This is an optimization exercise on Yosys and OpenROAD, whose aim is small area, not a production implementation.
At most, simulation tests tie the RTL to the original design; equivalence was not proved.

rev 12:
==> module tnr_blend_top, before the edit <==
module tnr_blend_top (
    input  logic        clk,
    input  logic        reset,
    input  logic        in_valid,
    input  logic [11:0] cur,
    input  logic [11:0] prev,
    input  logic [8:0]  blend_th0,
    input  logic [8:0]  blend_th1,
    output logic        out_valid,
    output logic [11:0] out_pixel
);
    logic [11:0] f_base;
    logic [9:0]  f_tm;
    logic [8:0]  f_r;
    logic [8:0]  f_dv;
    tnr_front i_front (
        .cur       (cur),
        .prev      (prev),
        .blend_th0 (blend_th0),
        .blend_th1 (blend_th1),
        .base      (f_base),
        .tm        (f_tm),
        .r         (f_r),
        .dv        (f_dv)
    );
    logic        c0_v;
    logic [11:0] c0_base;
    logic [9:0]  c0_tm;
    logic [8:0]  c0_r;
    logic [8:0]  c0_dv;
    always_ff @(posedge clk) begin
        if (reset) c0_v <= 1'b0;
        else       c0_v <= in_valid;
    end
    always_ff @(posedge clk) begin
        c0_base <= f_base;
        c0_tm   <= f_tm;
        c0_r    <= f_r;
        c0_dv   <= f_dv;
    end
    logic [8:0] r1;
    logic       qb1;
    tnr_step i_step1 (.r(c0_r), .dv(c0_dv), .rn(r1), .q(qb1));
    logic [8:0] r2;
    logic       qb2;
    tnr_step i_step2 (.r(r1), .dv(c0_dv), .rn(r2), .q(qb2));
    logic [8:0] r3;
    logic       qb3;
    tnr_step i_step3 (.r(r2), .dv(c0_dv), .rn(r3), .q(qb3));
    logic        c3_v;
    logic [11:0] c3_base;
    logic [9:0]  c3_tm;
    logic [8:0]  c3_r;
    logic [8:0]  c3_dv;
    logic [2:0]  c3_q;
    always_ff @(posedge clk) begin
        if (reset) c3_v <= 1'b0;
        else       c3_v <= c0_v;
    end
    always_ff @(posedge clk) begin
        c3_base <= c0_base;
        c3_tm   <= c0_tm;
        c3_r    <= r3;
        c3_dv   <= c0_dv;
        c3_q    <= {qb1, qb2, qb3};
    end
    logic [8:0] r4;
    logic       qb4;
    tnr_step i_step4 (.r(c3_r), .dv(c3_dv), .rn(r4), .q(qb4));
    logic [8:0] r5;
    logic       qb5;
    tnr_step i_step5 (.r(r4), .dv(c3_dv), .rn(r5), .q(qb5));
    logic        c5_v;
    logic [11:0] c5_base;
    logic [9:0]  c5_tm;
    logic [8:0]  c5_r;
    logic [8:0]  c5_dv;
    logic [4:0]  c5_q;
    always_ff @(posedge clk) begin
        if (reset) c5_v <= 1'b0;
        else       c5_v <= c3_v;
    end
    always_ff @(posedge clk) begin
        c5_base <= c3_base;
        c5_tm   <= c3_tm;
        c5_r    <= r5;
        c5_dv   <= c3_dv;
        c5_q    <= {c3_q[2], c3_q[1], c3_q[0], qb4, qb5};
    end
    logic [8:0] r6;
    logic       qb6;
    tnr_step i_step6 (.r(c5_r), .dv(c5_dv), .rn(r6), .q(qb6));
    logic [8:0] r7;
    logic       qb7;
    tnr_step i_step7 (.r(r6), .dv(c5_dv), .rn(r7), .q(qb7));
    logic [8:0] r8;
    logic       qb8;
    tnr_qstep i_step8 (.r(r7), .dv(c5_dv), .q(qb8));
    assign r8 = '0;
    logic        c8_v;
    logic [11:0] c8_base;
    logic [9:0]  c8_tm;
    logic [7:0]  c8_q;
    always_ff @(posedge clk) begin
        if (reset) c8_v <= 1'b0;
        else       c8_v <= c5_v;
    end
    always_ff @(posedge clk) begin
        c8_base <= c5_base;
        c8_tm   <= c5_tm;
        c8_q    <= {c5_q[4], c5_q[3], c5_q[2], c5_q[1], c5_q[0], qb6, qb7, qb8};
    end
    logic [11:0] mix;
    tnr_mix i_mix (.q({c8_q[7], c8_q[6], c8_q[5], c8_q[4], c8_q[3], c8_q[2], c8_q[1], c8_q[0]}), .tm(c8_tm), .base(c8_base), .o(mix));
    always_ff @(posedge clk) begin
        if (reset) out_valid <= 1'b0;
        else       out_valid <= c8_v;
    end
    always_ff @(posedge clk) begin
        out_pixel <= mix;
    end
endmodule
clock: 5.0 ns
lec_check: 0
cap_margin: 20
core_margin: 2
core_utilization: 60
cts_buf_list: sky130_fd_sc_hd__clkbuf_8
gpl_timing_driven: 0
slew_margin: 20
synth_hierarchical: 1
standard.sh (not shown) runs the stock make flow with config.mk's settings and CLKGATE_MAP_FILE= SYNTH_SCRIPT=/design/flow/synth_recipe.tcl, a recipe that flattens the netlist after the stock synthesis.
==> flow/flow/run.sh <==
#!/bin/bash
# The standard layout (standard.sh, all steps) with two changes:
# - the buffer placed on every input and output port is the smallest buffer,
#   sky130_fd_sc_hd__buf_1, instead of the default clkdlybuf4s50_1;
# - clock tree synthesis does not add dummy load cells to the clock tree.
# All tool output goes to standard.log in this folder; ORFS keeps its own
# per-step logs under orfs/logs/.
export BUFFER_PORTS_ARGS="-buffer_cell sky130_fd_sc_hd__buf_1"
export CTS_ARGS="-sink_clustering_enable -repair_clock_nets -buf_list sky130_fd_sc_hd__clkbuf_8 -dont_use_dummy_load"
bash standard.sh > standard.log 2>&1
status=$?
tail -n 30 standard.log
exit $status
--- input diff rev 12..rev 13 ---
-- flow/design.v --
<<< rev 12, line 449
    logic       qb2;
    tnr_step i_step2 (.r(r1), .dv(c0_dv), .rn(r2), .q(qb2));
    logic [8:0] r3;
    logic       qb3;
    tnr_step i_step3 (.r(r2), .dv(c0_dv), .rn(r3), .q(qb3));
    logic        c3_v;
    logic [11:0] c3_base;
    logic [9:0]  c3_tm;
    logic [8:0]  c3_r;
    logic [8:0]  c3_dv;
    logic [2:0]  c3_q;
    always_ff @(posedge clk) begin
        if (reset) c3_v <= 1'b0;
        else       c3_v <= c0_v;
    end
    always_ff @(posedge clk) begin
        c3_base <= c0_base;
        c3_tm   <= c0_tm;
        c3_r    <= r3;
        c3_dv   <= c0_dv;
        c3_q    <= {qb1, qb2, qb3};
    end
    logic [8:0] r4;
    logic       qb4;
    tnr_step i_step4 (.r(c3_r), .dv(c3_dv), .rn(r4), .q(qb4));
    logic [8:0] r5;
    logic       qb5;
    tnr_step i_step5 (.r(r4), .dv(c3_dv), .rn(r5), .q(qb5));
    logic        c5_v;
    logic [11:0] c5_base;
>>> rev 13, line 449
    logic       qb2;
    tnr_step i_step2 (.r(r1), .dv(c0_dv), .rn(r2), .q(qb2));
    logic        c2_v;
    logic [11:0] c2_base;
    logic [9:0]  c2_tm;
    logic [8:0]  c2_r;
    logic [8:0]  c2_dv;
    logic [1:0]  c2_q;
    always_ff @(posedge clk) begin
        if (reset) c2_v <= 1'b0;
        else       c2_v <= c0_v;
    end
    always_ff @(posedge clk) begin
        c2_base <= c0_base;
        c2_tm   <= c0_tm;
        c2_r    <= r2;
        c2_dv   <= c0_dv;
        c2_q    <= {qb1, qb2};
    end
    logic [8:0] r3;
    logic       qb3;
    tnr_step i_step3 (.r(c2_r), .dv(c2_dv), .rn(r3), .q(qb3));
    logic [8:0] r4;
    logic       qb4;
    tnr_step i_step4 (.r(r3), .dv(c2_dv), .rn(r4), .q(qb4));
    logic [8:0] r5;
    logic       qb5;
    tnr_step i_step5 (.r(r4), .dv(c2_dv), .rn(r5), .q(qb5));
    logic        c5_v;
    logic [11:0] c5_base;
<<< rev 12, line 483
    always_ff @(posedge clk) begin
        if (reset) c5_v <= 1'b0;
        else       c5_v <= c3_v;
    end
    always_ff @(posedge clk) begin
        c5_base <= c3_base;
        c5_tm   <= c3_tm;
        c5_r    <= r5;
        c5_dv   <= c3_dv;
        c5_q    <= {c3_q[2], c3_q[1], c3_q[0], qb4, qb5};
    end
    logic [8:0] r6;
>>> rev 13, line 483
    always_ff @(posedge clk) begin
        if (reset) c5_v <= 1'b0;
        else       c5_v <= c2_v;
    end
    always_ff @(posedge clk) begin
        c5_base <= c2_base;
        c5_tm   <= c2_tm;
        c5_r    <= r5;
        c5_dv   <= c2_dv;
        c5_q    <= {c2_q[1], c2_q[0], qb3, qb4, qb5};
    end
    logic [8:0] r6;
Notes after the runs:
- Relative to rev 12, the slew of the pin with the lowest slew margin of rev 13 is lower by 0.013 ns.
- Between rev 13 and rev 12, the die area figures differ only marginally.
- Maximum number of pins on one net before global-route repair came out lower on rev 13 than on rev 12.
- | XOR/XNOR share of the synthesized area | rev 13 vs rev 12 | ≈ equal |
- From rev 12 to rev 13 the numbers moved as follows: non-clock buffer count went up 1, final cell utilization of the core went up 0.24 points.
For rev 13, only the layout was checked, not whether the RTL still works.


Another version of the RTL of tnr_blend_top (not shown whole).
Size in the first run: roughly 58 I/O pins, ~11000 µm² of cells after synthesis.
==> module tnr_blend_top, before the edit <==
module tnr_blend_top (
    input  logic        clk,
    input  logic        reset,
    input  logic        in_valid,
    input  logic [11:0] cur,
    input  logic [11:0] prev,
    input  logic [8:0]  blend_th0,
    input  logic [8:0]  blend_th1,
    output logic        out_valid,
    output logic [11:0] out_pixel
);
    logic [11:0] f_base;
    logic [9:0]  f_tm;
    logic [8:0]  f_r;
    logic [8:0]  f_dv;
    tnr_front i_front (
        .cur       (cur),
        .prev      (prev),
        .blend_th0 (blend_th0),
        .blend_th1 (blend_th1),
        .base      (f_base),
        .tm        (f_tm),
        .r         (f_r),
        .dv        (f_dv)
    );
    logic        c0_v;
    logic [11:0] c0_base;
    logic [9:0]  c0_tm;
    logic [8:0]  c0_r;
    logic [8:0]  c0_dv;
    always_ff @(posedge clk) begin
        if (reset) c0_v <= 1'b0;
        else       c0_v <= in_valid;
    end
    always_ff @(posedge clk) begin
        c0_base <= f_base;
        c0_tm   <= f_tm;
        c0_r    <= f_r;
        c0_dv   <= f_dv;
    end
    logic [8:0] r1;
    logic       qb1;
    tnr_step i_step1 (.r(c0_r), .dv(c0_dv), .rn(r1), .q(qb1));
    logic [8:0] r2;
    logic       qb2;
    tnr_step i_step2 (.r(r1), .dv(c0_dv), .rn(r2), .q(qb2));
    logic        c2_v;
    logic [11:0] c2_base;
    logic [9:0]  c2_tm;
    logic [8:0]  c2_r;
    logic [8:0]  c2_dv;
    logic [1:0]  c2_q;
    always_ff @(posedge clk) begin
        if (reset) c2_v <= 1'b0;
        else       c2_v <= c0_v;
    end
    always_ff @(posedge clk) begin
        c2_base <= c0_base;
        c2_tm   <= c0_tm;
        c2_r    <= r2;
        c2_dv   <= c0_dv;
        c2_q    <= {qb1, qb2};
    end
    logic [8:0] r3;
    logic       qb3;
    tnr_step i_step3 (.r(c2_r), .dv(c2_dv), .rn(r3), .q(qb3));
    logic [8:0] r4;
    logic       qb4;
    tnr_step i_step4 (.r(r3), .dv(c2_dv), .rn(r4), .q(qb4));
    logic [8:0] r5;
    logic       qb5;
    tnr_step i_step5 (.r(r4), .dv(c2_dv), .rn(r5), .q(qb5));
    logic        c5_v;
    logic [11:0] c5_base;
    logic [9:0]  c5_tm;
    logic [8:0]  c5_r;
    logic [8:0]  c5_dv;
    logic [4:0]  c5_q;
    always_ff @(posedge clk) begin
        if (reset) c5_v <= 1'b0;
        else       c5_v <= c2_v;
    end
    always_ff @(posedge clk) begin
        c5_base <= c2_base;
        c5_tm   <= c2_tm;
        c5_r    <= r5;
        c5_dv   <= c2_dv;
        c5_q    <= {c2_q[1], c2_q[0], qb3, qb4, qb5};
    end
    logic [8:0] r6;
    logic       qb6;
    tnr_step i_step6 (.r(c5_r), .dv(c5_dv), .rn(r6), .q(qb6));
    logic [8:0] r7;
    logic       qb7;
    tnr_step i_step7 (.r(r6), .dv(c5_dv), .rn(r7), .q(qb7));
    logic [8:0] r8;
    logic       qb8;
    tnr_qstep i_step8 (.r(r7), .dv(c5_dv), .q(qb8));
    assign r8 = '0;
    logic        c8_v;
    logic [11:0] c8_base;
    logic [9:0]  c8_tm;
    logic [7:0]  c8_q;
    always_ff @(posedge clk) begin
        if (reset) c8_v <= 1'b0;
        else       c8_v <= c5_v;
    end
    always_ff @(posedge clk) begin
        c8_base <= c5_base;
        c8_tm   <= c5_tm;
        c8_q    <= {c5_q[4], c5_q[3], c5_q[2], c5_q[1], c5_q[0], qb6, qb7, qb8};
    end
    logic [11:0] mix;
    tnr_mix i_mix (.q({c8_q[7], c8_q[6], c8_q[5], c8_q[4], c8_q[3], c8_q[2], c8_q[1], c8_q[0]}), .tm(c8_tm), .base(c8_base), .o(mix));
    always_ff @(posedge clk) begin
        if (reset) out_valid <= 1'b0;
        else       out_valid <= c8_v;
    end
    always_ff @(posedge clk) begin
        out_pixel <= mix;
    end
endmodule
clock: 5.0 ns
lec_check: 0
cap_margin: 20
core_margin: 2
core_utilization: 60
cts_buf_list: sky130_fd_sc_hd__clkbuf_8
gpl_timing_driven: 0
slew_margin: 20
synth_hierarchical: 1
Scripts as last shown in full above: flow/flow/run.sh
Rerun with:
--- a/flow/design.v
+++ b/flow/design.v
@@ -474,52 +474,52 @@
     logic       qb1;
     tnr_step i_step1 (.r(c0_r), .dv(c0_dv), .rn(r1), .q(qb1));
     logic [8:0] r2;
     logic       qb2;
     tnr_step i_step2 (.r(r1), .dv(c0_dv), .rn(r2), .q(qb2));
-    logic        c2_v;
-    logic [11:0] c2_base;
-    logic [9:0]  c2_tm;
-    logic [8:0]  c2_r;
-    logic [8:0]  c2_dv;
-    logic [1:0]  c2_q;
+    logic [8:0] r3;
+    logic       qb3;
+    tnr_step i_step3 (.r(r2), .dv(c0_dv), .rn(r3), .q(qb3));
+    logic        c3_v;
+    logic [11:0] c3_base;
+    logic [9:0]  c3_tm;
+    logic [8:0]  c3_r;
+    logic [8:0]  c3_dv;
+    logic [2:0]  c3_q;
     always_ff @(posedge clk) begin
-        if (reset) c2_v <= 1'b0;
-        else       c2_v <= c0_v;
+        if (reset) c3_v <= 1'b0;
+        else       c3_v <= c0_v;
     end
     always_ff @(posedge clk) begin
-        c2_base <= c0_base;
-        c2_tm   <= c0_tm;
-        c2_r    <= r2;
-        c2_dv   <= c0_dv;
-        c2_q    <= {qb1, qb2};
+        c3_base <= c0_base;
+        c3_tm   <= c0_tm;
+        c3_r    <= r3;
+        c3_dv   <= c0_dv;
+        c3_q    <= {qb1, qb2, qb3};
     end
-    logic [8:0] r3;
-    logic       qb3;
-    tnr_step i_step3 (.r(c2_r), .dv(c2_dv), .rn(r3), .q(qb3));
     logic [8:0] r4;
     logic       qb4;
-    tnr_step i_step4 (.r(r3), .dv(c2_dv), .rn(r4), .q(qb4));
+    tnr_step i_step4 (.r(c3_r), .dv(c3_dv), .rn(r4), .q(qb4));
     logic [8:0] r5;
     logic       qb5;
-    tnr_step i_step5 (.r(r4), .dv(c2_dv), .rn(r5), .q(qb5));
+    tnr_step i_step5 (.r(r4), .dv(c3_dv), .rn(r5), .q(qb5));
     logic        c5_v;
     logic [11:0] c5_base;
     logic [9:0]  c5_tm;
     logic [8:0]  c5_r;
     logic [8:0]  c5_dv;
     logic [4:0]  c5_q;
     always_ff @(posedge clk) begin
         if (reset) c5_v <= 1'b0;
-        else       c5_v <= c2_v;
+        else       c5_v <= c3_v;
     end
     always_ff @(posedge clk) begin
-        c5_base <= c2_base;
-        c5_tm   <= c2_tm;
+        c5_base <= c3_base;
+        c5_tm   <= c3_tm;
         c5_r    <= r5;
-        c5_dv   <= c2_dv;
-        c5_q    <= {c2_q[1], c2_q[0], qb3, qb4, qb5};
+        c5_dv   <= c3_dv;
+        c5_q    <= {c3_q[2], c3_q[1], c3_q[0], qb4, qb5};
     end
     logic [8:0] r6;
     logic       qb6;
     tnr_step i_step6 (.r(c5_r), .dv(c5_dv), .rn(r6), .q(qb6));
     logic [8:0] r7;
=>
- worst hold slack improved by 11 ps
- wire length barely changes
- cell area stays flat
- global-route usage goes up by 0.38 points
- die area is about the same
- synthesized cell count is about the same
No functional check of the RTL was part of any run of this note.

## re-timing with driven ports
The flow's constraints put no driver on any port. The routed layouts listed below were extracted and timed again, unchanged, in two steps.
Step 1 assumes that a clkbuf_16 drives the clock port and a buf_2 every other input.
Step 2 moves the port delays by t, midway between the first and last clock arrival at a register: inputs arrive t later, outputs are due t later. That takes back most of the time a late clock gives input paths.
a / b / c = ideal ports / drivers / drivers and shift; a / b = the first two.
| run | t (ns) | setup slack, ns | worst hold slack (ns) | worst setup path at the end |
|---|---|---|---|---|
| rev 12 | 0.474 | 0.288 / 0.299 / -0.166 | 0.303 / 0.303 / 0.303 | input to register |
| rev 13 | 0.470 | 0.202 / 0.226 / -0.244 | 0.304 / 0.304 / 0.304 | input to register |
| the first run of note 2 | 0.469 | 0.265 / 0.265 / -0.132 | 0.308 / 0.308 / 0.308 | input to register |
| the second run of note 2 | 0.471 | 0.151 / 0.169 / -0.302 | 0.319 / 0.319 / 0.319 | input to register |
Met with ideal ports but missed after step 2: setup timing in every run listed. For rev 12, which loses most, drivers alone change the setup slack by +0.011 ns; drivers and shift together by -0.454 ns.
